Source: an optimization exercise on an open RTL-to-GDS flow (aim: small area, a short achievable clock period and few clock cycles per item). Production flows keep margins and buffers that such runs may drop. The RTL was checked by simulation tests, not by an equivalence proof against the original design.

$ cat flow/design.v
`default_nettype none
package edv_pkg;
   localparam int unsigned DataWidth = 32;
   localparam int unsigned QuoWidth  = DataWidth + 1;
   typedef struct packed {
      logic signed [DataWidth-1:0] dividend;
      logic signed [DataWidth-1:0] divisor;
   } req_type;
   typedef struct packed {
      logic signed [QuoWidth-1:0] quotient;
      logic                       divide_by_zero;
   } rsp_type;
endpackage
`default_nettype wire
`default_nettype none
module edv_add #(
   parameter int N = 31
) (
   input  wire logic [N-1:0] a,
   input  wire logic [N-1:0] b,
   input  wire logic         ci,
   output logic      [N-1:0] s,
   output logic              co
);
   function automatic integer clog2(input integer x);
      clog2 = 0;
      for (integer i = 0; i < 31; i = i + 1) begin
         if ((1 << i) < x) clog2 = i + 1;
      end
   endfunction
   localparam int L = clog2(N + 1);
   logic [(L+1)*(N+1)-1:0] g;
   logic [(L+1)*(N+1)-1:0] p;
   assign g[0] = ci;
   assign p[0] = 1'b0;
   for (genvar m = 1; m <= N; m++) begin : g_in
      assign g[m] = a[m-1] & b[m-1];
      assign p[m] = a[m-1] ^ b[m-1];
   end
   for (genvar l = 0; l < L; l++) begin : g_lvl
      for (genvar m = 0; m <= N; m++) begin : g_pos
         if (((m >> l) & 1) == 1) begin : g_op
            localparam int J = ((m >> l) << l) - 1;
            assign g[(l+1)*(N+1)+m] = g[l*(N+1)+m] | (p[l*(N+1)+m] & g[l*(N+1)+J]);
            assign p[(l+1)*(N+1)+m] = p[l*(N+1)+m] & p[l*(N+1)+J];
         end else begin : g_cp
            assign g[(l+1)*(N+1)+m] = g[l*(N+1)+m];
            assign p[(l+1)*(N+1)+m] = p[l*(N+1)+m];
         end
      end
   end
   for (genvar m = 0; m < N; m++) begin : g_sum
      assign s[m] = p[m+1] ^ g[L*(N+1)+m];
   end
   assign co = g[L*(N+1)+N];
endmodule
`default_nettype wire
`default_nettype none
module edv_lzc (
   input  wire logic [31:0] x,
   output logic             v,
   output logic [4:0]       c
);
   logic [15:0] v0;  logic [15:0]   c0;
   logic [7:0]  v1;  logic [7:0][1:0] c1;
   logic [3:0]  v2;  logic [3:0][2:0] c2;
   logic [1:0]  v3;  logic [1:0][3:0] c3;
   for (genvar i = 0; i < 16; i++) begin : g_l0
      assign v0[i] = x[2*i+1] | x[2*i];
      assign c0[i] = !x[2*i+1];
   end
   for (genvar i = 0; i < 8; i++) begin : g_l1
      assign v1[i] = v0[2*i+1] | v0[2*i];
      assign c1[i] = v0[2*i+1] ? {1'b0, c0[2*i+1]} : {1'b1, c0[2*i]};
   end
   for (genvar i = 0; i < 4; i++) begin : g_l2
      assign v2[i] = v1[2*i+1] | v1[2*i];
      assign c2[i] = v1[2*i+1] ? {1'b0, c1[2*i+1]} : {1'b1, c1[2*i]};
   end
   for (genvar i = 0; i < 2; i++) begin : g_l3
      assign v3[i] = v2[2*i+1] | v2[2*i];
      assign c3[i] = v2[2*i+1] ? {1'b0, c2[2*i+1]} : {1'b1, c2[2*i]};
   end
   assign v = v3[1] | v3[0];
   assign c = v3[1] ? {1'b0, c3[1]} : {1'b1, c3[0]};
endmodule
`default_nettype wire
`default_nettype none
module euclidean_integer_divider_top #(
   parameter int KS = 2       
) (
   input  wire logic              clock,
   input  wire logic              reset,
   input  wire logic              req_valid,
   output logic                   req_ready,
   input  edv_pkg::req_type       req_data,
   output logic                   rsp_valid,
   input  wire logic              rsp_ready,
   output edv_pkg::rsp_type       rsp_data
);
   localparam int P  = KS - 1;       
   localparam int WN = 35 + P;       
   localparam int YN = WN + 1;       
   localparam int CW = 5;            
   logic [WN-1:0] ws_q, wc_q;    
   logic          qp0_q, qn0_q;  
   logic [32:0]   q_q;           
   logic [32:0]   qm_q;          
   logic [31:0]   d_q;           
   logic          bneg_q;        
   logic          bz_q;          
   logic          dbz_q;
   logic [CW-1:0] cnt_q;         
   logic          fst_q;         
   logic          act_q;         
   logic          pc_q;          
   logic          vld_q;
   wire [31:0] a = req_data.dividend;
   wire [31:0] b = req_data.divisor;
   wire [30:0] bx = b[30:0] ^ {31{b[31]}};
   logic       unused_v;
   logic [4:0] z;
   edv_lzc u_lz (.x({bx, 1'b1}), .v(unused_v), .c(z));
   logic [CW-1:0] cyc;
   logic [P:0]    epad;    
   always_comb begin
      cyc  = '0;
      epad = '0;
      for (int i = 0; i < 32; i++) begin
         if (z == 5'(i)) begin
            cyc  = CW'((i + 2 + KS - 1) / KS);
            epad = (P+1)'(1) << (((i + 2 + KS - 1) / KS) * KS - (i + 2));
         end
      end
   end
   logic [4:0]    zf_q;
   logic [P:0]    epf_q;
   logic [CW-1:0] cyf_q;
   logic          pv_q;     
   always_ff @(posedge clock) begin
      zf_q  <= z;
      epf_q <= epad;
      cyf_q <= cyc;
   end
   wire [31:0] bn = b << zf_q;
   logic [WN-1:0] w0, c0;
   always_comb begin
      w0 = '0;
      c0 = '0;
      for (int e = 0; e <= P; e++) begin
         w0 = w0 | ({WN{epf_q[e]}} & ({{(WN-32){a[31]}}, a} << (P - e)));
         c0 = c0 | ({WN{epf_q[e] & b[31]}} & ({{(WN-32){b[31]}}, b} << (P - e)));
      end
   end
   wire [YN-1:0] dx   = {{(YN-34-P){d_q[31]}}, d_q, {(P+2){1'b0}}};
   wire          dneg = d_q[31];
   function automatic logic [1:0] dsel(input logic [3:0] est, input logic neg);
      logic ge0, m1;
      ge0 = !est[3];
      m1  = (est == 4'b1111);
      dsel = neg ? {!ge0 && !m1, ge0} : {ge0, !ge0 && !m1};    
   endfunction
   logic [WN-1:0] ws [KS+1];
   logic [WN-1:0] wc [KS+1];
   logic [KS:0]   qp, qn;
   logic [KS-1:0] dp, dn;
   assign ws[0] = ws_q;
   assign wc[0] = wc_q;
   assign qp[0] = qp0_q;
   assign qn[0] = qn0_q;
   for (genvar j = 0; j < KS; j++) begin : g_step
      localparam int FW = (j == KS - 1) ? 0 : 6 + 2 * (KS - 2 - j);
      wire [YN-1:0] ys = {ws[j], 1'b0};
      wire [YN-1:0] yc = {wc[j], 1'b0};
      wire up = qp[j];
      wire dw = qn[j];
      assign dp[KS-1-j] = up;
      assign dn[KS-1-j] = dw;
      wire [YN-1:0] op = ({YN{up}} & ~dx) | ({YN{dw}} & dx);
      wire [YN-1:0] sm = ys ^ yc ^ op;
      wire [YN-1:0] cy = (ys & yc) | (ys & op) | (yc & op);
      wire [WN-1:0] wsf = sm[WN-1:0];
      wire [WN-1:0] wcf = {cy[WN-2:0], up};
      wire [YN-1:0] smp = ys ^ yc ^ ~dx;
      wire [YN-1:0] cyp = (ys & yc) | (ys & ~dx) | (yc & ~dx);
      wire [YN-1:0] smz = ys ^ yc;
      wire [YN-1:0] cyz = ys & yc;
      wire [YN-1:0] smn = ys ^ yc ^ dx;
      wire [YN-1:0] cyn = (ys & yc) | (ys & dx) | (yc & dx);
      wire [WN-1:0] wsp = smp[WN-1:0];
      wire [WN-1:0] wcp = {cyp[WN-2:0], 1'b1};
      wire [WN-1:0] wsz = smz[WN-1:0];
      wire [WN-1:0] wcz = {cyz[WN-2:0], 1'b0};
      wire [WN-1:0] wsn = smn[WN-1:0];
      wire [WN-1:0] wcn = {cyn[WN-2:0], 1'b0};
      wire [1:0] gp = dsel(wsp[WN-1:WN-4] + wcp[WN-1:WN-4], dneg);
      wire [1:0] gz = dsel(wsz[WN-1:WN-4] + wcz[WN-1:WN-4], dneg);
      wire [1:0] gn = dsel(wsn[WN-1:WN-4] + wcn[WN-1:WN-4], dneg);
      wire [1:0] g  = up ? gp : dw ? gn : gz;
      assign qp[j+1] = g[1];
      assign qn[j+1] = g[0];
      if (FW > 0) begin : g_win
         wire [WN-1:0] wsw = up ? wsp : dw ? wsn : wsz;
         wire [WN-1:0] wcw = up ? wcp : dw ? wcn : wcz;
         assign ws[j+1] = {wsw[WN-1:WN-FW], wsf[WN-FW-1:0]};
         assign wc[j+1] = {wcw[WN-1:WN-FW], wcf[WN-FW-1:0]};
      end else begin : g_nowin
         assign ws[j+1] = wsf;
         assign wc[j+1] = wcf;
      end
   end
   wire signed [KS+1:0] dpv = {2'b00, dp};
   wire signed [KS+1:0] dnv = {2'b00, dn};
   wire signed [KS+1:0] v   = dpv - dnv;
   wire [32:0] s_q  = fst_q ? 33'd0 : q_q;
   wire [32:0] s_qm = fst_q ? {33{1'b1}} : qm_q;
   function automatic logic [32:0] otf(input logic signed [KS+1:0] u,
                                       input logic [32:0] sm1, input logic [32:0] s0);
      logic signed [KS+1:0] h;
      h = u >>> KS;
      if (h < 0) otf = {sm1[32-KS:0], u[KS-1:0]};
      else       otf = {s0[32-KS:0], u[KS-1:0]};
   endfunction
   wire signed [KS+1:0] one = (KS+2)'(1);
   wire [32:0] q_n  = otf(v,       s_qm, s_q);
   wire [32:0] qm_n = otf(v - one, s_qm, s_q);
   logic [WN-2:0] unused_s;
   logic          wcarry;
   edv_add #(.N(WN-1)) u_sgn (.a(ws_q[WN-2:0]), .b(wc_q[WN-2:0]), .ci(1'b0), .s(unused_s), .co(wcarry));
   wire        wneg = ws_q[WN-1] ^ wc_q[WN-1] ^ wcarry;
   wire        k0   = !bz_q && !(wneg ^ bneg_q);
   wire        km   = !bz_q && (wneg ^ bneg_q);
   wire [32:0] qf   = ({33{k0}} & q_q) | ({33{km}} & qm_q);
   wire wait1 = fst_q && vld_q && !rsp_ready;
   wire step  = act_q && !pc_q && !wait1;
   wire load  = req_valid && pv_q && (!act_q || pc_q || wait1);
   wire take  = step && fst_q;
   always_ff @(posedge clock) begin
      if (load) begin
         d_q    <= bn;
         bneg_q <= b[31];
         bz_q   <= (b == 32'd0);
      end
   end
   always_ff @(posedge clock) begin
      if (load) begin
         ws_q  <= w0;
         wc_q  <= c0;
         {qp0_q, qn0_q} <= dsel(w0[WN-1:WN-4] + c0[WN-1:WN-4], b[31]);
         cnt_q <= cyf_q;
         fst_q <= 1'b1;
      end else begin
         ws_q  <= ws[KS];
         wc_q  <= wc[KS];
         {qp0_q, qn0_q} <= {qp[KS], qn[KS]};
         cnt_q <= cnt_q - 1'b1;
         fst_q <= 1'b0;
      end
   end
   always_ff @(posedge clock) begin
      qm_q <= qm_n;
   end
   always_ff @(posedge clock) begin
      if (step) begin
         q_q <= q_n;
      end else if (pc_q) begin
         q_q   <= qf;
         dbz_q <= bz_q;
      end
   end
   always_ff @(posedge clock) begin
      if (reset) begin
         pv_q  <= 1'b0;
         act_q <= 1'b0;
         pc_q  <= 1'b0;
         vld_q <= 1'b0;
      end else begin
         pv_q  <= req_valid && !take;
         act_q <= load || (act_q && !pc_q);
         pc_q  <= step && (cnt_q == CW'(1));
         vld_q <= pc_q || (vld_q && !rsp_ready);
      end
   end
   assign req_ready = take;
   assign rsp_valid = vld_q;
   assign rsp_data  = {q_q, dbz_q};
endmodule
`default_nettype wire
$ cat flow/flow/run.sh
#!/bin/bash
# The standard layout (standard.sh), run in three parts, with these
# changes to how the layout is made:
# - synthesis does not extract full/half adders into sky130 fa/ha cells
#   before ABC (ADDER_MAP_FILE empty), so the carry-save and prefix logic
#   maps as gates;
# - during placement only, the delay cells (clkdlybuf4s*, dlygate*, dlymetal*)
#   are also don't-use, so the port buffers that placement inserts on every
#   input and output are plain buffers rather than delay cells.
# Registers, names and all other steps are the standard flow's. Each part's
# make output goes to its own log here; ORFS's per-step logs stay under
# orfs/logs.
set -euo pipefail
common=(ADDER_MAP_FILE=)
bash standard.sh "${common[@]}" synth floorplan > flow_synth_floorplan.log 2>&1
du=$(make -s -C "$FLOW_HOME" DESIGN_CONFIG="$PWD/config.mk" WORK_HOME="$PWD/orfs" print-DONT_USE_CELLS | sed -n 's/^DONT_USE_CELLS: //p')
dly="sky130_fd_sc_hd__clkdlybuf4s15_1 sky130_fd_sc_hd__clkdlybuf4s15_2 sky130_fd_sc_hd__clkdlybuf4s18_1 sky130_fd_sc_hd__clkdlybuf4s18_2 sky130_fd_sc_hd__clkdlybuf4s25_1 sky130_fd_sc_hd__clkdlybuf4s25_2 sky130_fd_sc_hd__clkdlybuf4s50_1 sky130_fd_sc_hd__clkdlybuf4s50_2 sky130_fd_sc_hd__dlygate4sd1_1 sky130_fd_sc_hd__dlygate4sd2_1 sky130_fd_sc_hd__dlygate4sd3_1 sky130_fd_sc_hd__dlymetal6s2s_1 sky130_fd_sc_hd__dlymetal6s4s_1 sky130_fd_sc_hd__dlymetal6s6s_1"
bash standard.sh "${common[@]}" DONT_USE_CELLS="$du $dly" place > flow_place.log 2>&1
bash standard.sh "${common[@]}" finish > flow_finish.log 2>&1
$ cat flow/standard.sh
#!/bin/bash
# synth_recipe.tcl (not shown) runs the flow's synth.tcl, then flattens the netlist and writes it again
# the make line also repeats each setting of config.mk as NAME=value (left out here)
make -C /OpenROAD-flow-scripts/flow DESIGN_CONFIG=/design/flow/config.mk WORK_HOME=/design/flow/orfs CLKGATE_MAP_FILE= SYNTH_SCRIPT=/design/flow/synth_recipe.tcl "${@:-finish}"
$ cat flow/config.mk
export PLATFORM = sky130hd
export DESIGN_NAME = euclidean_integer_divider_top
export DESIGN_NICKNAME = euclidean_integer_divider_top
export VERILOG_FILES = /design/flow/design.v
export SDC_FILE = /design/flow/constraint.sdc
export NUM_CORES = 4
export LEC_CHECK = 0
export CAP_MARGIN = 20
export CORE_MARGIN = 2
export CORE_UTILIZATION = 40
export PLACE_DENSITY = 0.6
export SETUP_SLACK_MARGIN = 2.0
export SLEW_MARGIN = 20
$ cat flow/constraint.sdc
create_clock -name core_clock -period 5.0 [get_ports {clock}]
set_input_delay 1.0000 -clock core_clock [delete_from_list [all_inputs] [get_ports {clock}]]
set_output_delay 1.0000 -clock core_clock [all_outputs]
set_load 0.01 [all_outputs]
==> results.txt, run 1 <==
* Sequential-to-total area share from yosys stat at 31.1%
* Endpoint required time on the critical path at 5.37 ns
* RR Endpoint: qn0_q
* Total met2 wirelength after detailed routing at 24,900 µm
* Wire length per cell at 20.9 µm
* Routed via count at 14,400
* Number of library cell types mapped by synthesis at 84
* Largest net degree at the start of global routing at 60
* Slew margin rel. at 24.1%
* HPWL after detailed placement at approximately 34,000 µm
* Summed area of non-filler cells in the final layout at about 18,000 µm²
* Tightest Pin Transition at approximately 1.1 ns
* Critical path data arrival time at 3.73 ns
* Utilization after layout at 50.4%
* Count of cells along the worst hold path at 2
* Global route overflow at 0
* Area post-placement at 15,500 µm²
* Share of synthesized registers carrying an async set or reset at 0%
* Starting Density at approximately 41%
* Setup violations, final at 0
* Worst-case register-to-register setup slack at 1.64 ns
* Final period utilization at 67.1%
* Startpoint of the lowest-slack register-to-register path: wc_q[32]
* Longest Clk Path Bufs at 2
* Instance count of the mapped netlist at between 1,500 and 2,000
* Synth area leader: sky130_fd_sc_hd__dfxtp_1
* Post-synth design cell area at about 15,000 µm²
* Yosys reg bits at 197
* Met3 Wirelength at 2610 µm
* Final Routed Wirelength at about 50,000 µm
* Number of synthesized flops with an enable pin at 68
* Final net count at 1,970
* Core Rows at 70
* Logic depth of the worst register-to-register path at 15
* Die area at 38,700 µm²
* Layout Area Growth over Synthesis at 24.3%
* Height of the chip at 197 µm
* Commonest cells in the synthesized netlist: sky130_fd_sc_hd__nor2_1 (163), sky130_fd_sc_hd__nand2_1 (157), sky130_fd_sc_hd__a21oi_1 (154)
* TritonCTS Sinks at 197
* Final TNS setup at 0 ns
* Total nets after synthesis at 1,873
* Reg clk slew, reported paths at 0.08 ns
* Top cells by area, synth: sky130_fd_sc_hd__dfxtp_1 (17%), sky130_fd_sc_hd__edfxtp_1 (14%), sky130_fd_sc_hd__mux2i_1 (6.5%), sky130_fd_sc_hd__xnor2_1 (6.0%), sky130_fd_sc_hd__a21oi_1 (5.2%)
* Antenna violations before repair at 0
* Outcome: timing/DRC/antenna clean
* CTS Buf Count at 17
* Final worst-path setup slack at 1.64 ns
* Wire length of the first global-routing pass at between 70,000 and 80,000 µm
* Destination of the worst hold path: cnt_q[4]
* Num ports at 104
* Capturing element type of the critical path: register
* Detailed-router iteration count before antenna repair at 8
* Hold Vio Cnt, Final at 0
* Number of global-route vias before repair at about 14,000
* Post-route ant nets at 0
* Placeable Area at 36,600 µm²
* Crit start category: register
* Global Route Usage Sum at 24.8%
* Antenna diodes at 0
* Maximum operating frequency at about 300 MHz
* Final clock skew at around 0.018 ns
* Number of design rule violations left after detail routing at 0
* Setup Slack @ Placement at 0.948 ns
* Number of violations of the max-capacitance limit at 0
* Area fraction of the dominant cell type after synthesis at 17.4%
* Drt first-iter violations at 1,175
* Clock insertion delay at the later pin of the skew report at 0.46 ns
* Setup repair after global routing missed its margin: yes
* Final min period at 3.36 ns
* Ratio of cells with drive above 1 in the final layout at approximately 23%
* Width of the chip at 197 µm
* Top-count cell post-synth: sky130_fd_sc_hd__nor2_1
* Quantity of hold-fixing buffers added after cts at 0
* Vias per cell at 6.05
* Beginning of the worst hold path: cyf_q[4]
* Kind of critical path: reg2reg
* Port Buffer Count at slightly above 100
* H-tree depth at 4
* Avg Synthesized Cell Area at roughly 8.2 µm²
* Highest routed metal layer: met4
* Syn. warnings at 3
* Wire length on met1 at between 20,000 and 25,000 µm
* CTS tree: built
* Clock root buffer: sky130_fd_sc_hd__clkbuf_16
* Highest net fanout along the worst path at 7
* HP Class: reg2reg
* Primary flip-flop cell chosen by synthesis mapping: sky130_fd_sc_hd__dfxtp_1
* Final number of max-transition violations at 0
* GPL Wtd Cong at 0.940
==> worst max-delay path: stages, from the launching register on <==
cell                        delay [ns]
sky130_fd_sc_hd__dfxtp_4          0.40
sky130_fd_sc_hd__xnor3_2          0.45
sky130_fd_sc_hd__buf_4            0.15
sky130_fd_sc_hd__mux2_2           0.22
sky130_fd_sc_hd__o2111ai_1        0.13
sky130_fd_sc_hd__a31oi_1          0.24
sky130_fd_sc_hd__inv_2            0.08
sky130_fd_sc_hd__buf_4            0.14
sky130_fd_sc_hd__o211ai_1         0.09
sky130_fd_sc_hd__buf_4            0.16
sky130_fd_sc_hd__a21oi_4          0.10
sky130_fd_sc_hd__or2_4            0.38
sky130_fd_sc_hd__buf_8            0.16
sky130_fd_sc_hd__o211a_1          0.11
sky130_fd_sc_hd__a211o_1          0.24
sky130_fd_sc_hd__a211oi_2         0.20
==> final cells by class <==
| type | count | area, µm² |
|---|---|---|
| Multi-Input combinational cell | 1405 | 10700 |
| Clock inverter | 13 | 181 |
| Fill cell | 3347 | 18100 |
| Inverter | 54 | 214 |
| Tap cell | 468 | 586 |
| Timing Repair Buffer | 227 | 1700 |
| Sequential cell | 197 | 4700 |
| Clock buffer | 19 | 433 |
==> cells by family after synthesis <==
family,Yosys count,share of synthesized area [%]
DFF,197,31.1
and+or+nand+nor,498,15.4
muxes,122,9.27
xor gates and xnor gates,169,10.6
buffers and inverters,207,5.65
adders and majority gates,46,3.12
AOI/OAI and AO/OA,566,24.9
==> per-stage QoR <==
step | hold slack, ns | cells
3_5_place_dp | 0.425 | 2253
3_3_place_gp | 0.423 | 2253
5_1_grt | 0.472 | 2383
2_1_floorplan | 0.401 | 1805
6_report | 0.443 | 2383
4_1_cts | 0.444 | 2346
==> state kept, by name, summed over array words and instances (netlist names) <==
signal and flops:
bz_q 1, q_q 33, vld_q 1, cyf_q 5, zf_q 5, cnt_q 5, qn0_q 1, epf_q 2
qm_q 33, dbz_q 1, act_q 1, wc_q 36, qp0_q 1, d_q 32, ws_q 36, fst_q 1
pc_q 1, pv_q 1, bneg_q 1
==> cell usage in the layout, fill, tap and decap left out, drive strengths merged, types with 59 or more instances in the layout <==
cell	n
buf	212
nor2	163
nand2	161
a21oi	155
o21ai	134
dfxtp	129
xnor2	103
mux2i	97
edfxtp	68
xor2	61
a221oi	59
inv	59
==> layer usage <==
metal / vias to the layer above / global-route usage (%)
met3: 100 / 3.71
li1: 6834 / -
met2: 482 / 44.2
met4: 0 / 8.97
met5: - / 0
met1: 6999 / 30.4
==> worst max-delay path by stage <==
stage,from,endpoint,depth (start not counted)
finish,wc_q[32],qn0_q,15
global placement,ws_q[32],q_q[26],10
global route,d_q[28],qn0_q,15
CTS,d_q[31],qn0_q,12
detailed placement,ws_q[32],q_q[32],10
floorplan,req_data[28],cyf_q[1],12
==> what timing repair did <==
action | 4_1_cts | 5_1_grt
gates cloned | 8 | 7
pin swaps | 55 | 62
hold endpoints to repair | 0 | 0
endpoints found under the setup margin | 169 | 172
buffers inserted | 53 | 30
resized for setup | 192 | 177
Testbench counts, summed over its fixed seeds: cycles 37,141, items 3,600.
==> run 2, diff against run 1 <==
--- a/flow/design.v
+++ b/flow/design.v
@@ -121,26 +121,22 @@
    logic       unused_v;
    logic [4:0] z;
    edv_lzc u_lz (.x({bx, 1'b1}), .v(unused_v), .c(z));
+   logic [4:0] zf_q;     
+   logic       pv_q;     
+   always_ff @(posedge clock) begin
+      zf_q <= z;
+   end
    logic [CW-1:0] cyc;
-   logic [P:0]    epad;    
+   logic [P:0]    epad;
    always_comb begin
       cyc  = '0;
       epad = '0;
       for (int i = 0; i < 32; i++) begin
-         if (z == 5'(i)) begin
+         if (zf_q == 5'(i)) begin
             cyc  = CW'((i + 2 + KS - 1) / KS);
             epad = (P+1)'(1) << (((i + 2 + KS - 1) / KS) * KS - (i + 2));
          end
       end
-   end
-   logic [4:0]    zf_q;
-   logic [P:0]    epf_q;
-   logic [CW-1:0] cyf_q;
-   logic          pv_q;     
-   always_ff @(posedge clock) begin
-      zf_q  <= z;
-      epf_q <= epad;
-      cyf_q <= cyc;
    end
    wire [31:0] bn = b << zf_q;
    logic [WN-1:0] w0, c0;
@@ -148,8 +144,8 @@
       w0 = '0;
       c0 = '0;
       for (int e = 0; e <= P; e++) begin
-         w0 = w0 | ({WN{epf_q[e]}} & ({{(WN-32){a[31]}}, a} << (P - e)));
-         c0 = c0 | ({WN{epf_q[e] & b[31]}} & ({{(WN-32){b[31]}}, b} << (P - e)));
+         w0 = w0 | ({WN{epad[e]}} & ({{(WN-32){a[31]}}, a} << (P - e)));
+         c0 = c0 | ({WN{epad[e] & b[31]}} & ({{(WN-32){b[31]}}, b} << (P - e)));
       end
    end
    wire [YN-1:0] dx   = {{(YN-34-P){d_q[31]}}, d_q, {(P+2){1'b0}}};
@@ -247,7 +243,7 @@
          ws_q  <= w0;
          wc_q  <= c0;
          {qp0_q, qn0_q} <= dsel(w0[WN-1:WN-4] + c0[WN-1:WN-4], b[31]);
-         cnt_q <= cyf_q;
+         cnt_q <= cyc;
          fst_q <= 1'b1;
       end else begin
          ws_q  <= ws[KS];
--- a/flow/flow/run.sh
+++ b/flow/flow/run.sh
@@ -4,6 +4,9 @@
 # - synthesis does not extract full/half adders into sky130 fa/ha cells
 #   before ABC (ADDER_MAP_FILE empty), so the carry-save and prefix logic
 #   maps as gates;
+# - ABC maps with flow/abc_speed.script (structural choices, then delay-
+#   oriented mapping) instead of ORFS's, from a copy of ORFS's scripts folder
+#   that differs only in that file;
 # - during placement only, the delay cells (clkdlybuf4s*, dlygate*, dlymetal*)
 #   are also don't-use, so the port buffers that placement inserts on every
 #   input and output are plain buffers rather than delay cells.
@@ -11,7 +14,10 @@
 # make output goes to its own log here; ORFS's per-step logs stay under
 # orfs/logs.
 set -euo pipefail
-common=(ADDER_MAP_FILE=)
+rm -rf scripts
+cp -r "$FLOW_HOME/scripts" scripts
+cp flow/abc_speed.script scripts/abc_speed.script
+common=(SCRIPTS_DIR="$PWD/scripts" ADDER_MAP_FILE=)
 bash standard.sh "${common[@]}" synth floorplan > flow_synth_floorplan.log 2>&1
 du=$(make -s -C "$FLOW_HOME" DESIGN_CONFIG="$PWD/config.mk" WORK_HOME="$PWD/orfs" print-DONT_USE_CELLS | sed -n 's/^DONT_USE_CELLS: //p')
 dly="sky130_fd_sc_hd__clkdlybuf4s15_1 sky130_fd_sc_hd__clkdlybuf4s15_2 sky130_fd_sc_hd__clkdlybuf4s18_1 sky130_fd_sc_hd__clkdlybuf4s18_2 sky130_fd_sc_hd__clkdlybuf4s25_1 sky130_fd_sc_hd__clkdlybuf4s25_2 sky130_fd_sc_hd__clkdlybuf4s50_1 sky130_fd_sc_hd__clkdlybuf4s50_2 sky130_fd_sc_hd__dlygate4sd1_1 sky130_fd_sc_hd__dlygate4sd2_1 sky130_fd_sc_hd__dlygate4sd3_1 sky130_fd_sc_hd__dlymetal6s2s_1 sky130_fd_sc_hd__dlymetal6s4s_1 sky130_fd_sc_hd__dlymetal6s6s_1"
==> flow/flow/abc_speed.script (new file) <==
strash
dch -f
map
topo
buffer -c
upsize -c
dnsize -c
--- a/flow/config.mk
+++ b/flow/config.mk
@@ -9,5 +9,5 @@
 export CORE_MARGIN = 2
 export CORE_UTILIZATION = 40
 export PLACE_DENSITY = 0.6
-export SETUP_SLACK_MARGIN = 2.0
+export SETUP_SLACK_MARGIN = 2.2
 export SLEW_MARGIN = 20
==> results.txt, run 2 <==
* Capturing element type of the critical path: register
* Final period utilization at around 57%
* Setup Slack @ Placement at 1.42 ns
* Final number of max-transition violations at 0
* HPWL after detailed placement at 37,700 µm
* Area fraction of the dominant cell type after synthesis at 16.0%
* Total nets after synthesis at 2,425
* Synth area leader: sky130_fd_sc_hd__dfxtp_1
* Number of library cell types mapped by synthesis at 66
* Global route overflow at 0
* Number of violations of the max-capacitance limit at 0
* Final worst-path setup slack at 2.15 ns
* Critical path data arrival time at 3.24 ns
* Wire length of the first global-routing pass at 82,800 µm
* Primary flip-flop cell chosen by synthesis mapping: sky130_fd_sc_hd__dfxtp_1
* Syn. warnings at 3
* Crit start category: register
* Width of the chip at between 150 and 200 µm
* Critical path cell sequence: and2_4 -> o21ai_1 -> nand3b_1 -> nand2_2 -> nand3_2 -> nand2_1 -> nand2_1 -> a21oi_2 -> nor2_1 -> o21a_4 -> o31ai_4 -> buf_6 -> buf_12 -> nand2_1 -> o21ai_2
* Final Routed Wirelength at 56,300 µm
* Post-synth design cell area at between 15,000 and 20,000 µm²
* Routed via count at 17,300
* Hold_ws at 0.466 ns
* Avg Synthesized Cell Area at about 6.5 µm²
* Die area at 39,600 µm²
* CTS Buf Count at 17
* Main combinational cell family by area after synthesis: simple AND/OR/NAND/NOR gates
* GPL Wtd Cong at 0.940
* Hold Vio Cnt, Final at 0
* Largest net degree at the start of global routing at 92
* Most common library cell in the layout ignoring fill and taps: sky130_fd_sc_hd__nand2_1
* Highest net fanout along the worst path at 15
* Synth Area in Adders at 0%
* Quantity of hold-fixing buffers added after cts at 0
* Vias per cell at 5.82
* HP Class: reg2reg
* Num ports at 104
* Port Buffer Count at 103
* Ratio of cells with drive above 1 in the final layout at 11.4%
* Core Rows at 71
* Setup violations, final at 0
* Top cells by area, synth: sky130_fd_sc_hd__dfxtp_1 (16%), sky130_fd_sc_hd__edfxtp_1 (13%), sky130_fd_sc_hd__nand2_1 (13%), sky130_fd_sc_hd__inv_1 (6.5%), sky130_fd_sc_hd__nor2_1 (6.3%)
* Yosys reg bits at 190
* Post-synthesis mux area share at 0.658%
* Number of synthesized flops with an enable pin at 68
* Kind of critical path: reg2reg
* Share of synthesized registers carrying an async set or reset at 0%
* Number of global-route vias before repair at 15,100
* Global Route Usage Sum at a little over a quarter
* Wire length per cell at 19.0 µm
* Post-route ant nets at 0
* H-tree depth at 4
* Top flop regs: wc_q x36, ws_q x36
* Outcome: timing/DRC/antenna clean
* Reg clk slew, reported paths at 0.08 ns
* TritonCTS Sinks at 190
* Placeable Area at 37,600 µm²
* Antenna violations before repair at 1
* Post-Synth XOR/XNOR Area at 2.24%
* Final min period at 2.85 ns
* Area post-placement at 15,800 µm²
* Antenna diodes at 0
* Top-count cell post-synth: sky130_fd_sc_hd__nand2_1
* Maximum operating frequency at 351 MHz
* Final net count at 2,510
* Summed area of non-filler cells in the final layout at approximately 18,000 µm²
* Instance count of the mapped netlist at 2,357
* Longest Clk Path Bufs at 2
* Worst-path cell with the longest stage delay: sky130_fd_sc_hd__dfxtp_4
* Post-Synth Simple-Gate Area at 28.9%
* Final TNS setup at 0 ns
* Endpoint required time on the critical path at approximately 5.4 ns
* Complex-gate fraction of the synthesized area at 28.2%
* Drt first-iter violations at 1,785
* Critical Path Max Stage Delay at roughly 0.4 ns
* Sequential-to-total area share from yosys stat at approximately 29%
* CTS tree: built
* Final clock skew at 0.0150 ns
* Commonest cells after routing, fill and taps aside: sky130_fd_sc_hd__nand2_1 (513), sky130_fd_sc_hd__inv_1 (255), sky130_fd_sc_hd__nor2_1 (245)
* Layout Area Growth over Synthesis at 17.2%
* CP most frequent cell: sky130_fd_sc_hd__nand2_1
* Slew margin rel. at 29.5%
* Detailed-router iteration count before antenna repair at 7
* Number of design rule violations left after detail routing at 0
* Starting Density at 40.5%
* Setup repair after global routing missed its margin: yes
* Clock insertion delay at the later pin of the skew report at roughly 0.46 ns
* Commonest cells in the synthesized netlist: sky130_fd_sc_hd__nand2_1 (533), sky130_fd_sc_hd__inv_1 (264), sky130_fd_sc_hd__nor2_1 (256)
* Utilization after layout at 47.5%
* Clock root buffer: sky130_fd_sc_hd__clkbuf_16
* Height of the chip at 199 µm
* Fill cell count at 3,851
* Tightest Pin Transition at 1.06 ns
run 2: changes by cell type after synthesis, moves of 44 or more:
cell                       change
sky130_fd_sc_hd__a221oi_1     -47
sky130_fd_sc_hd__mux2i_1      -87
sky130_fd_sc_hd__xnor2_1      -78
sky130_fd_sc_hd__inv_1       +214
sky130_fd_sc_hd__xor2_1       -45
sky130_fd_sc_hd__maj3_1       -44
sky130_fd_sc_hd__o21ai_0      +72
sky130_fd_sc_hd__nand2_1     +376
sky130_fd_sc_hd__nor2_1       +93
sky130_fd_sc_hd__nand3_1     +147
sky130_fd_sc_hd__o211ai_1     +71
run 2: logic make-up (layout without fill, tap and decap cells):
family | after synthesis | in the layout
buffers and inverters | 405 | 502
xor gates and xnor gates | 39 | 39
muxes | 10 | 10
AOI/OAI and AO/OA | 663 | 663
DFF | 190 | 190
and+or+nand+nor | 1050 | 1051
run 2: path summary, 6_finish.rpt:
path / startpoint / slack, ns / to / depth (start not counted)
max: ws_q[31] / 2.15 / qm_q[20] / 15
max reg2reg: ws_q[31] / 2.15 / qm_q[20] / 15
min: pc_q / 0.47 / dbz_q / 0
min reg2reg: pc_q / 0.47 / dbz_q / 0
run 2: per-stage QoR:
stage	instances
detailed placement	2865
floorplan	2357
global route	2966
global placement	2865
finish	2966
CTS	2913
run 2: area by class of cell:
cell class | count | area [µm²] | area share [%]
Clock buffer | 17 | 425 | 2.38
Clock inverter | 15 | 113 | 0.631
Inverter | 271 | 1060 | 5.95
Multi-Input combinational cell | 1763 | 9610 | 53.9
Sequential cell | 190 | 4510 | 25.3
Tap cell | 511 | 639 | 3.58
Timing Repair Buffer | 199 | 1480 | 8.30
run 2: per-layer routing:
layer,track usage (%),wire [µm],part of all wire (%)
met1,36.0,24600,44
met2,43.9,26100,46
met3,2.92,3610,6.4
met4,8.87,2000,3.5
met5,0,0,0
run 2: repair_timing:
| item | 4_1_cts | 5_1_grt |
|---|---|---|
| buffers inserted | 15 | 36 |
| cloned | 1 | 17 |
| endpoints found under the setup margin | 164 | 142 |
| resized for setup | 53 | 133 |
| pin swaps | 4 | 24 |
run 2: worst max-delay path, delay by kind of cell (launching register included):
family	cells	cell delay [ns]
AOI/OAI and AO/OA	5	0.90
buffers and inverters	2	0.40
DFF	1	0.39
and+or+nand+nor	8	1.09
Testbench counts of run 2, summed over its fixed seeds: cycles 37,141, items 3,600.
==> run 3, diff against run 2 <==
--- a/flow/config.mk
+++ b/flow/config.mk
@@ -8,6 +8,6 @@
 export CAP_MARGIN = 20
 export CORE_MARGIN = 2
 export CORE_UTILIZATION = 40
-export PLACE_DENSITY = 0.6
-export SETUP_SLACK_MARGIN = 2.2
+export PLACE_DENSITY = 0.5
+export SETUP_SLACK_MARGIN = 2.0
 export SLEW_MARGIN = 20
==> results.txt, run 3 <==
* CTS tree: built
* Drt first-iter violations at 1,368
* Wire length of the first global-routing pass at 85,300 µm
* Global Route Usage Sum at 27.9%
* Final worst-path setup slack at 2.10 ns
* Maximum operating frequency at 345 MHz
* Syn. warnings at 3
* Most common library cell in the layout ignoring fill and taps: sky130_fd_sc_hd__nand2_1
* Number of global-route vias before repair at between 10,000 and 15,000
* Sequential-to-total area share from yosys stat at between 20% and 30%
* Setup Slack @ Placement at 0.857 ns
* Wire length per cell at 19.4 µm
* Core Rows at approximately 70
* Yosys reg bits at 190
* Global route overflow at 0
* Final clock skew at 0.0215 ns
* Tightest Pin Transition at 0.983 ns
* Avg Synthesized Cell Area at 6.46 µm²
* Placeable Area at roughly 38,000 µm²
* TritonCTS Sinks at 190
* Clock root buffer: sky130_fd_sc_hd__clkbuf_16
* Final Routed Wirelength at 56,900 µm
* Startpoint of the lowest-slack register-to-register path: d_q[29]
* Hold Vio Cnt, Final at 0
* Synth area leader: sky130_fd_sc_hd__dfxtp_1
* Number of violations of the max-capacitance limit at 0
* Post-synth design cell area at 15,200 µm²
* Clock insertion delay at the later pin of the skew report at 0.47 ns
* Primary flip-flop cell chosen by synthesis mapping: sky130_fd_sc_hd__dfxtp_1
* Final period utilization at 58.0%
* Layout Area Growth over Synthesis at 13.0%
* Setup violations, final at 0
* Antenna diodes at 0
* Final number of max-transition violations at 0
* Kind of critical path: reg2out
* HP Class: reg2reg
* Top Family by Delay on Critical Path: flip-flops
* Reg clk slew, reported paths at 0.09 ns
* Worst Setup SP: fst_q
* Highest net fanout along the worst path at 22
* Width of the chip at 199 µm
* Slew margin rel. at between 30% and 40%
* Die area at 39,600 µm²
* GPL Wtd Cong at 0.963
* Area post-placement at approximately 16,000 µm²
* Critical path cell sequence: inv_1 -> nor2_4 -> nor2_4 -> inv_1 -> nor2_1 -> buf_1
* Number of synthesized flops with an enable pin at 68
* Height of the chip at 199 µm
* HPWL after detailed placement at 39,500 µm
* Outcome: timing/DRC/antenna clean
* Worst-path cell with the longest stage delay: sky130_fd_sc_hd__dfxtp_4
* Endpoint required time on the critical path at approximately 4.0 ns
* Antenna violations before repair at 1
* Commonest cells after routing, fill and taps aside: sky130_fd_sc_hd__nand2_1 (527), sky130_fd_sc_hd__inv_1 (258), sky130_fd_sc_hd__nor2_1 (247)
* Critical Path Max Stage Delay at 0.53 ns
* Post-route ant nets at 0
* Final TNS setup at 0 ns
* Starting Density at 40.5%
* CTS Buf Count at 17
* Summed area of non-filler cells in the final layout at 17,200 µm²
* Final net count at 2,478
* Top flop regs: wc_q x36, ws_q x36
* Setup repair after global routing missed its margin: yes
* Top-count cell post-synth: sky130_fd_sc_hd__nand2_1
* Instance count of the mapped netlist at ~2,400
* Critical path data arrival time at 1.90 ns
* Crit start category: register
* Capturing element type of the critical path: output port
* Ratio of cells with drive above 1 in the final layout at 8.67%
* Number of design rule violations left after detail routing at 0
* H-tree depth at 4
* Share of synthesized registers carrying an async set or reset at 0%
* Detailed-router iteration count before antenna repair at 7
* Area fraction of the dominant cell type after synthesis at 16.0%
* Routed via count at 16,700
* Largest net degree at the start of global routing at between 70 and 80
* Fill cell count at just under 4,000
* Num ports at 104
* Port Buffer Count at 103
* Final min period at approximately 2.9 ns
* Longest Clk Path Bufs at 2
* Worst path bufs/invs at 3
* Beginning of the worst hold path: pc_q
* Top cells by area, synth: sky130_fd_sc_hd__dfxtp_1 (16%), sky130_fd_sc_hd__edfxtp_1 (13%), sky130_fd_sc_hd__nand2_1 (13%), sky130_fd_sc_hd__inv_1 (6.5%), sky130_fd_sc_hd__nor2_1 (6.3%)
* Number of library cell types mapped by synthesis at 66
* Hold_ws at 0.477 ns
* Vias per cell at 5.71
* Commonest cells in the synthesized netlist: sky130_fd_sc_hd__nand2_1 (533), sky130_fd_sc_hd__inv_1 (264), sky130_fd_sc_hd__nor2_1 (256)
* Quantity of hold-fixing buffers added after cts at 0
* Total nets after synthesis at 2,425
==> run 3: cell types whose count changed in the layout (fill, tap and decap cells not counted), moves of 4 or more <==
cell	previous run	this run
sky130_fd_sc_hd__buf_12	12	5
sky130_fd_sc_hd__buf_4	44	29
sky130_fd_sc_hd__buf_6	9	5
sky130_fd_sc_hd__clkbuf_16	28	20
sky130_fd_sc_hd__nand2_1	513	527
sky130_fd_sc_hd__nand2_2	17	6
sky130_fd_sc_hd__nand3_1	157	161
sky130_fd_sc_hd__o21ai_0	176	184
sky130_fd_sc_hd__o21ai_1	12	7
==> run 3: per-stage QoR <==
stage | util, % | cells
CTS | 44.5 | 2915
finish | 45.8 | 2934
detailed placement | 42.1 | 2865
global placement | 42.1 | 2865
floorplan | - | 2357
global route | 45.8 | 2934
==> run 3: timing repair <==
| item | in CTS | in global routing |
|---|---|---|
| gates resized for setup | 36 | 78 |
| buffers inserted | 16 | 15 |
| gates cloned | 2 | 4 |
| pin swaps | 4 | 12 |
| setup endpoints to repair | 172 | 141 |
==> run 3: layout make-up <==
class	count	area [µm²]	area share, %
Multi-Input combinational cell	1764	9410	54.7
Sequential cell	190	4500	26.2
Inverter	271	1050	6.09
Timing Repair Buffer	165	983	5.72
Tap cell	511	639	3.72
Clock buffer	17	425	2.47
Clock inverter	15	185	1.08
Timing Repair inverter	1	5.00	0.0291
==> run 3: path summary, 6_finish.rpt <==
check	end	slack [ns]	depth (start not counted)
max reg2reg	qm_q[32]	2.14	15
min	dbz_q	0.48	0
min reg2reg	dbz_q	0.48	0
max	req_ready	2.10	6
==> run 3: routing by layer <==
layer	wire length (µm)	GRT usage [%]
met1	25300	36.4
met2	27500	48.4
met3	2500	3.14
met4	1600	8.35
met5	13	0
==> run 3: kinds of logic after synthesis <==
| logic type | synth area share (%) |
|---|---|
| xor+xnor | 2.24 |
| flops | 29.5 |
| compound gates | 28.2 |
| mux | 0.658 |
| simple gates | 28.9 |
| buf+inv | 10.6 |
==> run 3: worst reg2reg max path, cell delays in order, from the launching register on <==
cell	delay, ns
sky130_fd_sc_hd__edfxtp_1	0.40
sky130_fd_sc_hd__buf_4	0.17
sky130_fd_sc_hd__buf_6	0.13
sky130_fd_sc_hd__nand3_2	0.10
sky130_fd_sc_hd__nand2_2	0.09
sky130_fd_sc_hd__a32o_2	0.25
sky130_fd_sc_hd__o211ai_2	0.13
sky130_fd_sc_hd__nand2_1	0.08
sky130_fd_sc_hd__nand2_1	0.09
sky130_fd_sc_hd__nand4_1	0.14
sky130_fd_sc_hd__a31oi_4	0.27
sky130_fd_sc_hd__o21a_4	0.21
sky130_fd_sc_hd__o31ai_4	0.08
sky130_fd_sc_hd__buf_4	0.16
sky130_fd_sc_hd__clkbuf_16	0.20
sky130_fd_sc_hd__o21ai_1	0.25
==> run 4, diff against run 3 <==
==> flow/flow/abc_speed.script (replaced) <==
&get -n
&st
&dch -f
&nf
&put
topo
buffer -c
upsize -c
dnsize -c
--- a/flow/config.mk
+++ b/flow/config.mk
@@ -8,6 +8,6 @@
 export CAP_MARGIN = 20
 export CORE_MARGIN = 2
 export CORE_UTILIZATION = 40
-export PLACE_DENSITY = 0.5
+export PLACE_DENSITY = 0.6
 export SETUP_SLACK_MARGIN = 2.0
 export SLEW_MARGIN = 20
==> results.txt, run 4 <==
* Kind of critical path: reg2reg
* Most common library cell in the layout ignoring fill and taps: sky130_fd_sc_hd__nand2_1
* Worst path bufs/invs at 3
* Detailed-router iteration count before antenna repair at 5
* Top-count cell post-synth: sky130_fd_sc_hd__o21ai_0
* Number of global-route vias before repair at ~13,000
* Final net count at 1,912
* Number of violations of the max-capacitance limit at 0
* Die area at 36,600 µm²
* CTS tree: built
* Slew margin rel. at approximately 36%
* Post-synth design cell area at 14,000 µm²
* Antenna diodes at 0
* Core Rows at 68
* Setup repair after global routing missed its margin: yes
* Final TNS setup at 0 ns
* Height of the chip at 191 µm
* Critical path cell sequence: xor3_2 -> a22oi_4 -> o31ai_4 -> xnor2_2 -> buf_4 -> o21a_1 -> o21ai_2 -> a32oi_4 -> maj3_4 -> buf_6 -> buf_12 -> or2_4 -> a31oi_1
* Hold Vio Cnt, Final at 0
* Final period utilization at 67.2%
* Layout Area Growth over Synthesis at 25.6%
* Share of synthesized registers carrying an async set or reset at 0%
* Total nets after synthesis at between 1,500 and 2,000
* Capturing element type of the critical path: register
* Worst-case register-to-register setup slack at between 1.5 and 2 ns
* Port Buffer Count at 103
* Final number of max-transition violations at 0
* Primary flip-flop cell chosen by synthesis mapping: sky130_fd_sc_hd__dfxtp_1
* CTS Buf Count at 17
* Largest net degree at the start of global routing at 82
* Highest net fanout along the worst path at 6
* Longest Clk Path Bufs at 2
* TritonCTS Sinks at 190
* Setup violations, final at 0
* Synth area leader: sky130_fd_sc_hd__dfxtp_1
* Top flop regs: wc_q x36, ws_q x36
* Final clock skew at about 0.021 ns
* Wire length of the first global-routing pass at 70,100 µm
* Startpoint of the lowest-slack register-to-register path: wc_q[32]
* Top cells by area, synth: sky130_fd_sc_hd__dfxtp_1 (17%), sky130_fd_sc_hd__edfxtp_1 (15%), sky130_fd_sc_hd__o21ai_0 (7.3%), sky130_fd_sc_hd__xnor2_1 (6.0%), sky130_fd_sc_hd__mux2i_1 (5.1%)
* Number of cells in the design after placement at 2,185
* Wire length per cell at 20.6 µm
* Final min period at 3.36 ns
* Commonest cells after routing, fill and taps aside: sky130_fd_sc_hd__nand2_1 (153), sky130_fd_sc_hd__nor2_1 (128), sky130_fd_sc_hd__a21oi_1 (110)
* Syn. warnings at 3
* Width of the chip at ~190 µm
* RR Endpoint: q_q[25]
* Outcome: timing/DRC/antenna clean
* Antenna violations before repair at 0
* Drt first-iter violations at 1,193
* Post-route ant nets at 0
* Routed via count at around 14,000
* Instance count of the mapped netlist at roughly 1,700
* Final Routed Wirelength at 47,600 µm
* Ratio of cells with drive above 1 in the final layout at 23.3%
* Critical path data arrival time at 3.64 ns
* Worst Setup SP: wc_q[32]
* Logic depth of the worst register-to-register path at 13
* Number of library cell types mapped by synthesis at 79
* Num ports at 104
* Fin cells at 2,312
* Destination of the worst hold path: pc_q
* Beginning of the worst hold path: cnt_q[2]
* Avg Synthesized Cell Area at 8.09 µm²
* H-tree depth at 4
* Global route overflow at 0
* HPWL after detailed placement at 30,100 µm
* HP Class: reg2reg
* Count of cells along the worst hold path at 1
* Commonest cells in the synthesized netlist: sky130_fd_sc_hd__o21ai_0 (205), sky130_fd_sc_hd__nand2_1 (163), sky130_fd_sc_hd__nor2_1 (149)
* Global Route Usage Sum at roughly 25%
* Crit start category: register
* Top Family by Delay on Critical Path: compound AO/OA/AOI/OAI gates
* GPL Wtd Cong at 0.917
* Worst-path cell with the longest stage delay: sky130_fd_sc_hd__xor3_2
* Placeable Area at between 30,000 and 40,000 µm²
* Reg clk slew, reported paths at 0.08 ns
* Clock root buffer: sky130_fd_sc_hd__clkbuf_16
* Yosys reg bits at 190
* Area fraction of the dominant cell type after synthesis at 17.4%
* Clock insertion delay at the later pin of the skew report at around 0.47 ns
* Tightest Pin Transition at 0.960 ns
* Critical Path Max Stage Delay at 0.54 ns
* Vias per cell at 5.92
* Sequential-to-total area share from yosys stat at 32.0%
* Endpoint required time on the critical path at 5.28 ns
* Maximum operating frequency at slightly below 300 MHz
* Number of synthesized flops with an enable pin at between 60 and 70
* Number of design rule violations left after detail routing at 0
* Starting Density at 40.6%
run 4: layer usage:
layer / track usage, % / up-vias / wire (µm)
met4: 8.88 / 0 / 1440
met2: 41.7 / 502 / 23200
met5: 0 / - / 0
met3: 3.54 / 97 / 2810
li1: - / 6552 / -
met1: 31.8 / 6546 / 20200
run 4: how the worst max path moves through the flow:
stage | cells after the start | end | slack [ns]
detailed placement | 12 | qm_q[11] | 0.80
finish | 13 | q_q[25] | 1.64
global placement | 12 | q_q[30] | 0.95
floorplan | 13 | ws_q[16] | 1.91
global route | 13 | qm_q[18] | 1.54
CTS | 14 | qm_q[7] | 1.65
run 4: repair_timing:
item / in CTS / in global routing
hold buffers: 0 / 0
gates resized for setup: 190 / 252
setup buffers: 37 / 32
pin swaps: 81 / 112
setup endpoints to repair: 147 / 169
gates cloned: 14 / 12
hold endpoints to repair: 0 / 0
run 4: cells by family after synthesis:
logic type	Yosys count	synth area share, %
compound gates	589	26.2
flops	190	32.0
fa+ha+maj	10	0.740
mux	101	7.59
simple gates	528	17.7
buf+inv	147	4.37
xor+xnor	170	11.4
run 4: area by class of cell:
type                       count  area, µm²
clock inverter                15        204
timing repair buffer         216       1770
inverter                      14       63.8
tap                          455        569
sequential                   190       4540
multi-input combinational   1405      10100
fill                        3237      16900
clock buffer                  17        425
run 4: per-stage QoR:
| stage | area [µm²] | worst slack (ns) | utilization, % | hold WS, ns |
|---|---|---|---|---|
| floorplan | 14000 | 1.91 | - | 0.426 |
| global placement | 14600 | 0.948 | 42.3 | 0.460 |
| detailed placement | 14600 | 0.799 | 42.3 | 0.471 |
| CTS | 16400 | 1.65 | 47.5 | 0.484 |
| global route | 17600 | 1.54 | 51.1 | 0.500 |
| finish | 17600 | 1.64 | 51.1 | 0.483 |
==> run 5, diff against run 4 <==
==> flow/flow/abc_speed.script (replaced) <==
strash
dch -f
map
topo
buffer -c
upsize -c
dnsize -c
==> results.txt, run 5 <==
* Area fraction of the dominant cell type after synthesis at 16.0%
* Longest Clk Path Bufs at 2
* Global Route Usage Sum at about a quarter
* Antenna violations before repair at 2
* RR Endpoint: wc_q[33]
* CTS Buf Count at 17
* H-tree depth at 4
* Final Routed Wirelength at 53,200 µm
* Number of design rule violations left after detail routing at 0
* Slew margin rel. at 23.1%
* Clock root buffer: sky130_fd_sc_hd__clkbuf_16
* Avg Synthesized Cell Area at 6.46 µm²
* Most common library cell in the layout ignoring fill and taps: sky130_fd_sc_hd__nand2_1
* Outcome: timing/DRC/antenna clean
* Ratio of cells with drive above 1 in the final layout at under 10%
* Crit start category: register
* Routed via count at 17,000
* Number of synthesized flops with an enable pin at just under 70
* Sequential-to-total area share from yosys stat at 29.5%
* Share of synthesized registers carrying an async set or reset at 0%
* Wire length of the first global-routing pass at a little over 80,000 µm
* Height of the chip at 199 µm
* Quantity of hold-fixing buffers added after cts at 0
* Setup violations, final at 0
* HPWL after detailed placement at around 38,000 µm
* Setup repair after global routing missed its margin: yes
* Final clock skew at 0.0217 ns
* Instance count of the mapped netlist at between 2,000 and 2,500
* Capturing element type of the critical path: register
* Number of global-route vias before repair at about 15,000
* Final min period at between 2 and 3 ns
* Primary flip-flop cell chosen by synthesis mapping: sky130_fd_sc_hd__dfxtp_1
* Tightest Pin Transition at 1.15 ns
* Detailed-router iteration count before antenna repair at 6
* Clock insertion delay at the later pin of the skew report at 0.47 ns
* Synth area leader: sky130_fd_sc_hd__dfxtp_1
* Core Rows at 71
* Area post-placement at 15,800 µm²
* Final period utilization at between 50% and 60%
* Top cells by area, synth: sky130_fd_sc_hd__dfxtp_1 (16%), sky130_fd_sc_hd__edfxtp_1 (13%), sky130_fd_sc_hd__nand2_1 (13%), sky130_fd_sc_hd__inv_1 (6.5%), sky130_fd_sc_hd__nor2_1 (6.3%)
* Total nets after synthesis at 2,425
* HP Class: reg2reg
* Hold Vio Cnt, Final at 0
* Num ports at ~100
* Wire length per cell at 18.2 µm
* Final net count at 2,472
* Logic depth of the worst register-to-register path at 12
* Worst-case register-to-register setup slack at 2.12 ns
* CTS tree: built
* Layout Area Growth over Synthesis at 11.5%
* Number of violations of the max-capacitance limit at 0
* Final number of max-transition violations at 0
* Highest net fanout along the worst path at 50
* Top flop regs: wc_q x36, ws_q x36
* Starting Density at 40.5%
* Beginning of the worst hold path: pc_q
* Global route overflow at 0
* Kind of critical path: reg2reg
* Worst Setup SP: d_q[30]
* Width of the chip at 199 µm
* Syn. warnings at 3
* Vias per cell at 5.81
* Commonest cells after routing, fill and taps aside: sky130_fd_sc_hd__nand2_1 (526), sky130_fd_sc_hd__inv_1 (258), sky130_fd_sc_hd__nor2_1 (247)
* Yosys reg bits at 190
* Post-route ant nets at 0
* Summed area of non-filler cells in the final layout at 17,000 µm²
* Post-synth design cell area at roughly 15,000 µm²
* Count of cells along the worst hold path at 0
* Commonest cells in the synthesized netlist: sky130_fd_sc_hd__nand2_1 (533), sky130_fd_sc_hd__inv_1 (264), sky130_fd_sc_hd__nor2_1 (256)
* GPL Wtd Cong at 0.949
* Endpoint required time on the critical path at 5.32 ns
* TritonCTS Sinks at 190
* Destination of the worst hold path: dbz_q
* Port Buffer Count at 103
* Maximum operating frequency at 347 MHz
* Largest net degree at the start of global routing at 67
* Placeable Area at 37,600 µm²
* Die area at between 30,000 and 40,000 µm²
* Final TNS setup at 0 ns
* Startpoint of the lowest-slack register-to-register path: d_q[30]
* Reg clk slew, reported paths at 0.09 ns
* Number of library cell types mapped by synthesis at 66
* Critical path data arrival time at 3.20 ns
* Top-count cell post-synth: sky130_fd_sc_hd__nand2_1
* Drt first-iter violations at 1,584
* Fill cell count at 3,904
[run 5: cell types whose count changed after synthesis, sizes merged, moves of 35 or more]
cell	change
xor2	-51
nand2	+373
o211ai	+75
xnor2	-73
mux2i	-63
nor2	+109
inv	+254
nand3	+140
a32oi	+35
a221oi	-39
nand2b	-51
[run 5: layout make-up]
| cell class | count | area, µm² | share of cell area, % |
|---|---|---|---|
| clock inverters | 14 | 186 | 1.10 |
| well taps | 511 | 639 | 3.77 |
| repair buffers | 159 | 858 | 5.06 |
| diodes | 1 | 2.50 | 0.0147 |
| multi-input cells | 1764 | 9310 | 54.8 |
| clock buffers | 18 | 429 | 2.53 |
| flip-flops and latches | 190 | 4510 | 26.5 |
| repair inverters | 1 | 7.51 | 0.0442 |
| inverters | 271 | 1040 | 6.10 |
[run 5: logic make-up after synthesis]
logic type	share of synthesized area [%]
AO/OA/AOI/OAI	28.2
XOR/XNOR	2.24
buffers and inverters	10.6
flip-flops	29.5
multiplexers	0.658
AND/OR/NAND/NOR	28.9
[run 5: critical path, cell delays in order, from the launching register on]
cell and delay (ns):
sky130_fd_sc_hd__edfxtp_1 0.53, sky130_fd_sc_hd__inv_4 0.16, sky130_fd_sc_hd__nand3_1 0.11, sky130_fd_sc_hd__a32o_1 0.29
sky130_fd_sc_hd__o211ai_2 0.13, sky130_fd_sc_hd__o2bb2ai_2 0.15, sky130_fd_sc_hd__nand3_1 0.14, sky130_fd_sc_hd__a31oi_4 0.28
sky130_fd_sc_hd__nand2_2 0.11, sky130_fd_sc_hd__buf_8 0.21, sky130_fd_sc_hd__nand2_1 0.16, sky130_fd_sc_hd__a21oi_1 0.07
sky130_fd_sc_hd__o31ai_1 0.33
[run 5: per-stage QoR]
stage	util, %	std cells	hold slack, ns	worst slack, ns
finish	45.2	2929	0.465	2.12
global route	45.2	2928	0.480	1.94
CTS	44.3	2913	0.466	1.99
detailed placement	42.1	2868	0.454	1.36
global placement	42.1	2868	0.446	1.36
floorplan	-	2357	0.426	2.12
[run 5: metal layers]
metal  vias up  share of wire, %  GRT usage [%]
met1      7967                44           35.7
met5         -                 0              0
li1       8248                 -              -
met2       685                46           42.7
met4         0               3.3           9.18
met3       107               6.4           3.31
[run 5: worst max-delay path by stage]
| stage | end | slack (ns) | depth (start not counted) |
|---|---|---|---|
| finish | wc_q[33] | 2.12 | 12 |
| global placement | req_ready | 1.36 | 8 |
| floorplan | req_ready | 2.12 | 7 |
| global route | qm_q[7] | 1.94 | 18 |
| detailed placement | req_ready | 1.36 | 8 |
| CTS | q_q[19] | 1.99 | 14 |
[run 5: timing repair]
item,4_1_cts,5_1_grt
gates cloned,2,4
buffers inserted,11,11
endpoints found under the setup margin,141,138
pin swaps,2,5
gates resized for setup,29,63
==> run 6, diff against run 5 <==
--- a/flow/config.mk
+++ b/flow/config.mk
@@ -8,6 +8,7 @@
 export CAP_MARGIN = 20
 export CORE_MARGIN = 2
 export CORE_UTILIZATION = 40
+export CTS_BUF_LIST = sky130_fd_sc_hd__clkbuf_8 sky130_fd_sc_hd__clkbuf_16
 export PLACE_DENSITY = 0.6
 export SETUP_SLACK_MARGIN = 2.0
 export SLEW_MARGIN = 20
==> results.txt, run 6 <==
* Primary flip-flop cell chosen by synthesis mapping: sky130_fd_sc_hd__dfxtp_1
* Logic depth of the worst register-to-register path at 13
* CTS Buf Count at 17
* Complex-gate fraction of the synthesized area at 28.2%
* Synth Area in Adders at 0%
* Avg Synthesized Cell Area at ~6.5 µm²
* Post-Synth Simple-Gate Area at 28.9%
* Destination of the worst hold path: dbz_q
* Quantity of hold-fixing buffers added after cts at 0
* Post-Synth XOR/XNOR Area at 2.24%
* Clock root buffer: sky130_fd_sc_hd__clkbuf_16
* Top flop regs: wc_q x36, ws_q x36
* Share of synthesized registers carrying an async set or reset at 0%
* Post-synth design cell area at between 15,000 and 20,000 µm²
* Endpoint required time on the critical path at 5.31 ns
* Kind of critical path: reg2reg
* Wire length of the first global-routing pass at 81,900 µm
* Number of library cell types mapped by synthesis at 66
* Main combinational cell family by area after synthesis: simple AND/OR/NAND/NOR gates
* Drt first-iter violations at roughly 1,600
* Global route overflow at 0
* Critical path data arrival time at 3.19 ns
* Capturing element type of the critical path: register
* Width of the chip at 199 µm
* Layout Area Growth over Synthesis at 11.5%
* Post-route ant nets at 0
* Highest net fanout along the worst path at 35
* Number of design rule violations left after detail routing at 0
* GPL Wtd Cong at 0.949
* Antenna violations before repair at 2
* Outcome: timing/DRC/antenna clean
* Sequential-to-total area share from yosys stat at 29.5%
* Worst-case register-to-register setup slack at 2.12 ns
* Startpoint of the lowest-slack register-to-register path: qp0_q
* Area post-placement at 15,800 µm²
* Core Rows at 71
* Top cells by area, synth: sky130_fd_sc_hd__dfxtp_1 (16%), sky130_fd_sc_hd__edfxtp_1 (13%), sky130_fd_sc_hd__nand2_1 (13%), sky130_fd_sc_hd__inv_1 (6.5%), sky130_fd_sc_hd__nor2_1 (6.3%)
* Hold Vio Cnt, Final at 0
* Starting Density at 40.5%
* H-tree depth at 4
* Hold_ws at 0.465 ns
* Final clock skew at 0.0240 ns
* Global Route Usage Sum at 26.2%
* Crit start category: register
* Vias per cell at 5.82
* HPWL after detailed placement at 37,900 µm
* Yosys reg bits at 190
* RR Endpoint: qp0_q
* Final net count at 2,472
* Final Routed Wirelength at 53,200 µm
* Area fraction of the dominant cell type after synthesis at between 10% and 20%
* Top-count cell post-synth: sky130_fd_sc_hd__nand2_1
* Maximum operating frequency at 347 MHz
* Placeable Area at 37,600 µm²
* Height of the chip at 199 µm
* Total nets after synthesis at about 2,400
* Setup violations, final at 0
* Most common library cell in the layout ignoring fill and taps: sky130_fd_sc_hd__nand2_1
* Instance count of the mapped netlist at roughly 2,400
* Slew margin rel. at 25.2%
* Tightest Pin Transition at 1.12 ns
* Port Buffer Count at 103
* Reg clk slew, reported paths at around 0.070 ns
* Number of synthesized flops with an enable pin at 68
* Die area at 39,600 µm²
* Final period utilization at between 50% and 60%
* Count of cells along the worst hold path at 0
* Summed area of non-filler cells in the final layout at ~17,000 µm²
* Routed via count at 17,000
* HP Class: reg2reg
* Number of global-route vias before repair at 15,200
* Final TNS setup at 0 ns
* Number of violations of the max-capacitance limit at 0
* Clock insertion delay at the later pin of the skew report at around 0.47 ns
* Commonest cells after routing, fill and taps aside: sky130_fd_sc_hd__nand2_1 (526), sky130_fd_sc_hd__inv_1 (259), sky130_fd_sc_hd__nor2_1 (247)
* Syn. warnings at 3
* Final min period at between 2 and 3 ns
* Synth area leader: sky130_fd_sc_hd__dfxtp_1
* Ratio of cells with drive above 1 in the final layout at roughly 8%
* Beginning of the worst hold path: pc_q
* Commonest cells in the synthesized netlist: sky130_fd_sc_hd__nand2_1 (533), sky130_fd_sc_hd__inv_1 (264), sky130_fd_sc_hd__nor2_1 (256)
* Setup repair after global routing missed its margin: yes
* Num ports at 104
* TritonCTS Sinks at 190
* Longest Clk Path Bufs at 2
* Post-synthesis mux area share at 0.658%
* CTS tree: built
* Wire length per cell at 18.2 µm
* Detailed-router iteration count before antenna repair at 6
* Largest net degree at the start of global routing at between 60 and 70
* Final number of max-transition violations at 0
## run 6: repair_timing
item                                    in CTS  in global routing
pin swaps                                    2                  5
endpoints found under the setup margin     141                138
gates resized for setup                     29                 63
setup buffers                               11                 11
cloned                                       2                  4
## run 6: per-layer routing
metal  GRT usage [%]  share of wire, %  up-vias
met4            9.18               3.3        0
met1            35.7                44     7980
met5               0                 0        -
li1                -                 -     8252
met3            3.31               6.5      111
met2            42.7                46      696
## run 6: worst max-delay path: stages (launching register included)
cell and delay [ns]:
sky130_fd_sc_hd__dfxtp_4 0.43, sky130_fd_sc_hd__inv_6 0.26, sky130_fd_sc_hd__nand3_1 0.12, sky130_fd_sc_hd__a31oi_1 0.34, sky130_fd_sc_hd__nand2_1 0.27, sky130_fd_sc_hd__a21oi_1 0.32, sky130_fd_sc_hd__nand3_1 0.11, sky130_fd_sc_hd__nand2_1 0.12
sky130_fd_sc_hd__nand4_1 0.18, sky130_fd_sc_hd__o2bb2ai_1 0.21, sky130_fd_sc_hd__nand4_1 0.08, sky130_fd_sc_hd__nand2_1 0.06, sky130_fd_sc_hd__a21oi_1 0.13, sky130_fd_sc_hd__o22ai_1 0.08
## run 6: worst max path at each step
stage,start,endpoint,slack [ns]
2_1_floorplan,rsp_ready,req_ready,2.12
3_3_place_gp,rsp_ready,req_ready,1.36
3_5_place_dp,rsp_ready,req_ready,1.36
4_1_cts,d_q[30],q_q[19],1.99
5_1_grt,ws_q[32],qm_q[7],1.94
6_report,qp0_q,qp0_q,2.12
## run 6: through the flow
step                      worst slack, ns  utilization (%)  instances
final                                2.12             45.2       2929
after detailed placement             1.36             42.1       2868
after global routing                 1.94             45.2       2928
after CTS                            1.99             44.3       2913
after floorplan                      2.12                -       2357
after global placement               1.36             42.1       2868
## run 6: final cells by class
| class | count | area [µm²] |
|---|---|---|
| Timing Repair inverter | 1 | 7.51 |
| Multi-Input combinational cell | 1764 | 9310 |
| Tap cell | 511 | 639 |
| Clock inverter | 15 | 190 |
| Inverter | 271 | 1040 |
| Antenna cell | 1 | 2.50 |
| Timing Repair Buffer | 159 | 858 |
| Sequential cell | 190 | 4510 |
| Clock buffer | 17 | 425 |
| Fill cell | 3904 | 20600 |
## run 6: cells by family (layout without fill, tap and decap cells)
logic type      Yosys count  in the layout
xor+xnor                 39             39
simple gates           1050           1052
other cells               0              1
flops                   190            190
buf+inv                 405            463
mux                      10             10
compound gates          663            663

## static timing again, ports no longer ideal
No port has a modelled driver above. Below, the same layouts with a new extraction and two added sets of constraints. Step 1 assumes that a clkbuf_16 drives the clock port and a buf_2 every other input. Step 2 times the ports against the registers' clock, not the clock port: input delays grow and output delays shrink by t, the midpoint of the rising clock arrivals with the driver on. Slacks: ideal / step 1 / step 2; pairs: ideal / step 1.
run | t (ns) | setup slack, ns | hold slack, ns | worst slew at a driven data input, ns | pins driven straight from the clock port
run 1 | 0.506 | 1.643 / 1.643 / 1.498 | 0.443 / 0.443 / 0.443 | 0.09 | 1
run 2 | 0.501 | 2.150 / 2.150 / 1.824 | 0.466 / 0.466 / 0.466 | 0.04 | 1
run 3 | 0.518 | 2.098 / 2.036 / 1.633 | 0.477 / 0.477 / 0.477 | 0.05 | 1
run 4 | 0.513 | 1.640 / 1.640 / 1.640 | 0.483 / 0.483 / 0.483 | 0.07 | 1
run 5 | 0.507 | 2.118 / 2.118 / 1.700 | 0.465 / 0.465 / 0.465 | 0.04 | 1
run 6 | 0.510 | 2.117 / 2.117 / 1.701 | 0.465 / 0.465 / 0.465 | 0.04 | 1
After both steps every run listed still meets setup and hold. For run 3, which loses most, drivers alone change the setup slack by -0.062 ns; drivers and shift together by -0.465 ns.
